Background: an optimization exercise with open tools, aiming at small area, a short achievable clock period and few clock cycles. Do not read the settings as production practice. Power is estimated from default activity; no workload was simulated.

==> flow/design.v (excerpt) <==
module battle_engine (
    input  logic                          clk_25MHz,
    input  logic                          rst,
    input  logic                          start,
    input  logic                          frame_valid,
    output logic                          frame_ready,
    input  logic                          spawn_valid,
    output logic                          spawn_ready,
    input  logic                          spawn_enemy,
    input  logic [battle_pkg::type_w-1:0] spawn_type,
    output logic [battle_pkg::hp_w-1:0]   tower_hp_enemy,
    output logic [battle_pkg::hp_w-1:0]   tower_hp_army,
    output logic [battle_pkg::slot_w:0]   enemy_count,
    output logic [battle_pkg::slot_w:0]   army_count,
    output logic [battle_pkg::x_w-1:0]    enemy_front_x,
    output logic [battle_pkg::x_w-1:0]    army_front_x,
    output logic                          game_win,
    output logic                          game_lose
);
    logic                           frame_go;
    logic                           spawn_go_e;
    logic                           spawn_go_a;
    logic                           has_free_e;
    logic                           has_free_a;
    logic                           alive_e;
    logic                           alive_a;
    logic [battle_pkg::dmg_w-1:0]   dmg_unit_e;
    logic [battle_pkg::dmg_w-1:0]   dmg_tower_e;
    logic [battle_pkg::dmg_w-1:0]   dmg_unit_a;
    logic [battle_pkg::dmg_w-1:0]   dmg_tower_a;
    unit_squad #(.side_enemy(1'b1)) u_enemy (
        .clk_25MHz(clk_25MHz), .rst(rst), .start(start),
        .spawn_go(spawn_go_e), .spawn_type(spawn_type), .frame_go(frame_go),
        .opp_alive(alive_a), .opp_front_x(army_front_x), .dmg_in(dmg_unit_a),
        .has_free(has_free_e), .any_alive(alive_e), .alive_count(enemy_count),
        .front_x(enemy_front_x), .dmg_unit(dmg_unit_e), .dmg_tower(dmg_tower_e)
    );
    unit_squad #(.side_enemy(1'b0)) u_army (
        .clk_25MHz(clk_25MHz), .rst(rst), .start(start),
        .spawn_go(spawn_go_a), .spawn_type(spawn_type), .frame_go(frame_go),
        .opp_alive(alive_e), .opp_front_x(enemy_front_x), .dmg_in(dmg_unit_e),
        .has_free(has_free_a), .any_alive(alive_a), .alive_count(army_count),
  ...
==> flow/config.mk <==
export PLATFORM = sky130hd
export DESIGN_NAME = battle_engine
export DESIGN_NICKNAME = battle_engine
export VERILOG_FILES = /design/flow/design.v
export SDC_FILE = /design/flow/constraint.sdc
export NUM_CORES = 4
export LEC_CHECK = 0
export ABC_AREA = 1
export CAP_MARGIN = 20
export CORE_MARGIN = 2
export CORE_UTILIZATION = 40
export CTS_BUF_LIST = sky130_fd_sc_hd__clkbuf_8
export SETUP_SLACK_MARGIN = 5
export SLEW_MARGIN = 20
==> flow/constraint.sdc <==
create_clock -name core_clock -period 18.0 [get_ports {clk_25MHz}]
set_input_delay 3.6000 -clock core_clock [delete_from_list [all_inputs] [get_ports {clk_25MHz}]]
set_output_delay 3.6000 -clock core_clock [all_outputs]
set_load 0.01 [all_outputs]
standard.sh (not shown) runs the stock make flow with config.mk's settings and CLKGATE_MAP_FILE= SYNTH_SCRIPT=/design/flow/synth_recipe.tcl, a recipe that flattens the netlist after the stock synthesis.
==> flow/flow/run.sh <==
#!/bin/bash
set -euo pipefail
bash standard.sh SETUP_SLACK_MARGIN=10 \
    'BUFFER_PORTS_ARGS=-buffer_cell sky130_fd_sc_hd__buf_2' \
    'PLACE_PINS_ARGS=-group_pins {spawn_enemy spawn_ready}' \
    finish > standard_make.log 2>&1
Next try:
==> flow/flow/run.sh (replaced) <==
#!/bin/bash
set -euo pipefail
R=orfs/results/$FLOW_PLATFORM/battle_engine/base
L=orfs/logs/$FLOW_PLATFORM/battle_engine/base
LIB=$FLOW_HOME/platforms/$FLOW_PLATFORM/lib/sky130_fd_sc_hd__tt_025C_1v80.lib
YOSYS=$(command -v yosys || echo "$FLOW_HOME/../tools/install/yosys/bin/yosys")

bash standard.sh synth > standard_synth.log 2>&1

cp $R/1_2_yosys.v $R/1_2_yosys_standard.v
DU=$(grep -o -- "-dont_use [^ ]*" $L/1_2_yosys.log | sort -u | tr '\n' ' ')
KEEP=$(grep -o "sky130_fd_sc_hd__[a-z0-9_]*" $R/1_2_yosys_standard.v | sort -u \
       | grep -E "__(df|edf|sdf|dl|conb)" | tr '\n' ' ')
sed -e "s#@LIB@#$LIB#g" -e "s#@DU@#$DU#" -e "s#@KEEP@#$KEEP#" \
    -e "s#@IN@#$R/1_2_yosys_standard.v#" -e "s#@OUT@#$R/1_2_yosys.v#" \
    flow/remap.ys > remap_run.ys
"$YOSYS" -s remap_run.ys > remap.log 2>&1
rm -f $R/1_synth.odb $R/1_synth.sdc

bash standard.sh SETUP_SLACK_MARGIN=10.2 \
    'BUFFER_PORTS_ARGS=-buffer_cell sky130_fd_sc_hd__buf_2' \
    'PLACE_PINS_ARGS=-group_pins {spawn_enemy spawn_ready}' \
    finish > standard_make.log 2>&1
==> flow/flow/remap.ys (new file) <==
# Re-map the combinational logic of the standard synthesis netlist with an
# area-oriented ABC script. Registers (and tie cells) are kept as they are:
# same instances, names and cell types.
read_liberty -ignore_miss_func @LIB@
read_verilog @IN@
hierarchy -top battle_engine
blackbox @KEEP@
flatten
opt_clean -purge
abc -liberty @LIB@ @DU@ -script +strash;dc2;dch;map,-B,0.5;topo;
splitnets
opt_clean -purge
hilomap -singleton -hicell sky130_fd_sc_hd__conb_1 HI -locell sky130_fd_sc_hd__conb_1 LO
insbuf -buf sky130_fd_sc_hd__buf_4 A X
opt_clean -purge
tee -o remap_stat.txt stat -liberty @LIB@
write_verilog -noattr -noexpr -nohex -nodec @OUT@
- The new run completed with no timing, DRC or antenna violations
- clock skew shrinks by 0.037 ns
- area after synthesis shrinks by 8.0%
- total power shrinks by 21%
- wire length grows by 21%
Function was not checked in any run of this note: the RTL went through the layout flow alone.

==> re-timing with driven ports <==
Ports are ideal in the flow. The routed layouts listed here were re-timed in OpenROAD. Step 1 sets driving cells, clkbuf_16 on the clock port and buf_2 on the other inputs (assumed; they add their load-dependent delay and slew). Step 2 times the ports against the registers' clock, not the clock port: input delays grow and output delays shrink by t, the midpoint of the rising clock arrivals with the driver on. Three values: ideal, step 1, step 2; two values: the first two.
run	t (ns)	setup slack, ns	worst setup path after step 2	latest minus earliest clock arrival (ns)
the first run	0.912	10.122 / 10.122 / 10.122	register to register	0.110 / 0.111
the second run	0.931	10.273 / 10.263 / 9.487	input to register	0.071 / 0.071
After both steps setup and hold are still met in every run listed. For the second run, which loses most, drivers alone change the setup slack by -0.010 ns; drivers and shift together by -0.786 ns.
